Source: an optimization exercise on an open RTL-to-GDS flow (aim: small area, a short achievable clock period and few clock cycles per item). Production flows keep margins and buffers that such runs may drop. In this exercise RTL edits were held to simulation tests only and were not proved equivalent to the original.

## fft_bfly_pipe
module fft_bfly_pipe #(
  parameter int DATA_W = 16,
  parameter int TW_W   = 16,
  parameter int TAG_W  = 8
) (
  input  logic              clk,
  input  logic              rst,
  input  logic              in_valid,
  output logic              in_ready,
  input  logic [DATA_W-1:0] a_re,
  input  logic [DATA_W-1:0] a_im,
  input  logic [DATA_W-1:0] b_re,
  input  logic [DATA_W-1:0] b_im,
  input  logic [TW_W-1:0]   w_re,
  input  logic [TW_W-1:0]   w_im,
  input  logic              inv,
  input  logic              scale,
  input  logic [TAG_W-1:0]  tag_in,
  output logic              out_valid,
  input  logic              out_ready,
  output logic [DATA_W-1:0] y0_re,
  output logic [DATA_W-1:0] y0_im,
  output logic [DATA_W-1:0] y1_re,
  output logic [DATA_W-1:0] y1_im,
  output logic              ovf,
  output logic [TAG_W-1:0]  tag_out
);
Size in the first run: about 3700 cells after synthesis, roughly 350 flip-flops, roughly 190 I/O pins.
clock: 7.5 ns
lec_check: 0
cap_margin: 20
core_margin: 2
core_utilization: 40
setup_slack_margin: 3.8
slew_margin: 20
synth_hierarchical: 1
synth_minimum_keep_size: 0
tns_end_percent: 0
run.sh (not shown) runs the stock make flow with config.mk's settings and CLKGATE_MAP_FILE= SYNTH_SCRIPT=/design/flow/synth_recipe.tcl, a recipe that flattens the netlist after the stock synthesis.
Testbench counts at the start, summed over its fixed seeds: cycles 16,024, items 16,000.
Rerun with:
--- a/flow/design.v
+++ b/flow/design.v
@@ -111,45 +111,44 @@
       nwr_d[j] = wre_e[2*j+2];
       owi_d[j] = wim_e[2*j+1] ^ wim_e[2*j];
       twi_d[j] = (wim_e[2*j+2] ^ wim_e[2*j+1]) & ~(wim_e[2*j+1] ^ wim_e[2*j]);
       nwi_d[j] = wim_e[2*j+2];
     end
   end
   logic [15:0] r1_br, r1_bi;
   logic [15:0] r1_ar, r1_ai;
   logic [7:0]  r1_owr, r1_twr, r1_nwr;   
   logic [7:0]  r1_owi, r1_twi;           
-  logic [7:0]  r1_nwiim;                 
-  logic [7:0]  r1_nwire;                 
+  logic [7:0]  r1_nwire, r1_nwiim;       
   logic        r1_sc;
   logic [TAG_W-1:0] r1_tag;
   always_ff @(posedge clk) begin
     if (rst) v1_q <= 1'b0;
     else if (en) v1_q <= in_valid;
   end
   always_ff @(posedge clk) begin
     if (en) begin
       r1_br    <= b_re;
       r1_bi    <= b_im;
       r1_ar    <= a_re;
       r1_ai    <= a_im;
       r1_owr   <= owr_d;
       r1_twr   <= twr_d;
       r1_nwr   <= nwr_d;
       r1_owi   <= owi_d;
       r1_twi   <= twi_d;
+      r1_nwire <= nwi_d ^ {8{~inv}};
       r1_nwiim <= nwi_d ^ {8{inv}};
       r1_sc    <= scale;
       r1_tag   <= tag_in;
     end
   end
-  assign r1_nwire = ~r1_nwiim;
   logic [34:0] re_r0, re_r1, im_r0, im_r1;
   logic        lre, lim;         
   wire [16:0] br_wr_pp0 = bsel(r1_br, r1_owr[0], r1_twr[0], r1_nwr[0]);
   wire [16:0] br_wr_pp1 = bsel(r1_br, r1_owr[1], r1_twr[1], r1_nwr[1]);
   wire [16:0] br_wr_pp2 = bsel(r1_br, r1_owr[2], r1_twr[2], r1_nwr[2]);
   wire [16:0] br_wr_pp3 = bsel(r1_br, r1_owr[3], r1_twr[3], r1_nwr[3]);
   wire [16:0] br_wr_pp4 = bsel(r1_br, r1_owr[4], r1_twr[4], r1_nwr[4]);
   wire [16:0] br_wr_pp5 = bsel(r1_br, r1_owr[5], r1_twr[5], r1_nwr[5]);
   wire [16:0] br_wr_pp6 = bsel(r1_br, r1_owr[6], r1_twr[6], r1_nwr[6]);
   wire [16:0] br_wr_pp7 = bsel(r1_br, r1_owr[7], r1_twr[7], r1_nwr[7]);
@@ -1822,29 +1821,29 @@
     else if (en) v2_q <= v1_q;
   end
   always_ff @(posedge clk) begin
     if (en) begin
       r2_re0 <= re_r0[34:LC];
       r2_re1 <= re_r1[34:LC];
       r2_im0 <= im_r0[34:LC];
       r2_im1 <= im_r1[34:LC];
       r2_rec <= lre;
       r2_imc <= lim;
-      r2_ar  <= 17'({r1_ar[15], r1_ar} + {16'd0, r1_sc} + (r1_sc ? 17'h10000 : 17'h08000));
-      r2_ai  <= 17'({r1_ai[15], r1_ai} + {16'd0, r1_sc} + (r1_sc ? 17'h10000 : 17'h08000));
+      r2_ar  <= {r1_ar[15], r1_ar} + {16'd0, r1_sc};
+      r2_ai  <= {r1_ai[15], r1_ai} + {16'd0, r1_sc};
       r2_sc  <= r1_sc;
       r2_tag <= r1_tag;
     end
   end
   logic [19:0] ar20, ai20;
-  assign ar20 = {3'd0, r2_ar};
-  assign ai20 = {3'd0, r2_ai};
+  assign ar20 = {{3{r2_ar[16]}}, r2_ar};
+  assign ai20 = {{3{r2_ai[16]}}, r2_ai};
   logic [18:0] y0r, y0i, y1r, y1i;
   wire sbre_1;
   bfly_xor sbre_1_u (.a(r2_re0[6]), .b(r2_re1[6]), .y(sbre_1));
   wire sbre_2;
   bfly_xor sbre_2_u (.a(r2_re0[7]), .b(r2_re1[7]), .y(sbre_2));
   wire sbre_3;
   bfly_xor sbre_3_u (.a(r2_re0[8]), .b(r2_re1[8]), .y(sbre_3));
   wire sbre_4;
   bfly_xor sbre_4_u (.a(r2_re0[9]), .b(r2_re1[9]), .y(sbre_4));
   wire sbre_5;
@@ -3536,23 +3535,25 @@
   wire sbim_422;
   bfly_ao sbim_422_u (.a(sbim_385), .b(sbim_386), .c(sbim_46), .y(sbim_422));
   wire sbim_423;
   bfly_xor sbim_423_u (.a(sbim_299), .b(sbim_422), .y(sbim_423));
   wire sbim_424;
   bfly_ao sbim_424_u (.a(sbim_387), .b(sbim_388), .c(sbim_46), .y(sbim_424));
   wire sbim_425;
   bfly_xor sbim_425_u (.a(sbim_300), .b(sbim_424), .y(sbim_425));
   assign y0i = {sbim_281, sbim_279, sbim_277, sbim_275, sbim_273, sbim_271, sbim_269, sbim_267, sbim_265, sbim_263, sbim_261, sbim_259, sbim_257, sbim_255, sbim_253, sbim_251, sbim_249, sbim_247, sbim_245};
   assign y1i = {sbim_425, sbim_423, sbim_421, sbim_419, sbim_417, sbim_415, sbim_413, sbim_411, sbim_409, sbim_407, sbim_405, sbim_403, sbim_401, sbim_399, sbim_397, sbim_395, sbim_393, sbim_391, sbim_389};
-  function automatic logic [16:0] fin(input logic [18:0] z, input logic sc);
-    fin[15:0] = sc ? {~z[16], z[15:1]} : {~z[15], z[14:0]};
-    fin[16]   = z[18] | z[17] | (z[16] & ~sc);
+  function automatic logic [16:0] fin(input logic [18:0] v, input logic sc);
+    logic [18:0] t;
+    t = sc ? {v[18], v[18:1]} : v;
+    fin[15:0] = t[15:0];
+    fin[16]   = !((&t[18:15]) | ~(|t[18:15]));
   endfunction
   logic [16:0] f0r, f0i, f1r, f1i;
   assign f0r = fin(y0r, r2_sc);
   assign f0i = fin(y0i, r2_sc);
   assign f1r = fin(y1r, r2_sc);
   assign f1i = fin(y1i, r2_sc);
   logic [15:0] res_y0r, res_y0i, res_y1r, res_y1i;
   logic        res_ovf;
   assign res_y0r = f0r[15:0];
   assign res_y0i = f0i[15:0];
Result: The changed run completed with no timing, DRC or antenna violations. Via count rises by 2.8%. Setup slack loses 0.066 ns. Wire length rises by 7.8%. Cell area rises by 2.3%. Utilization rises by 0.98 points.
Testbench counts after the change, summed over its fixed seeds: cycles 16,024, items 16,000.

afterwards: timing with drivers on the ports:
The results above use ideal ports. As a check the final layouts listed here were re-extracted and re-timed, cells and wires unchanged. Step 1 sets driving cells, clkbuf_16 on the clock port and buf_2 on the other inputs (assumed; they add their load-dependent delay and slew). Step 2 times the ports against the registers' clock, not the clock port: input delays grow and output delays shrink by t, the midpoint of the rising clock arrivals with the driver on. Slacks: no drivers / after step 1 / after step 2; pairs: no drivers / after step 1.
run	shift t [ns]	setup slack, ns	worst setup path after step 2	clock arrival spread, ns
the first run	0.691	3.795 / 3.795 / 3.403	input to register	0.033 / 0.033
the second run	0.688	3.729 / 3.729 / 3.652	input to register	0.040 / 0.040
After both steps every run listed still meets setup and hold. The setup slack of the first run, which loses most, moves by 0.000 ns with the drivers and by -0.392 ns with both steps.
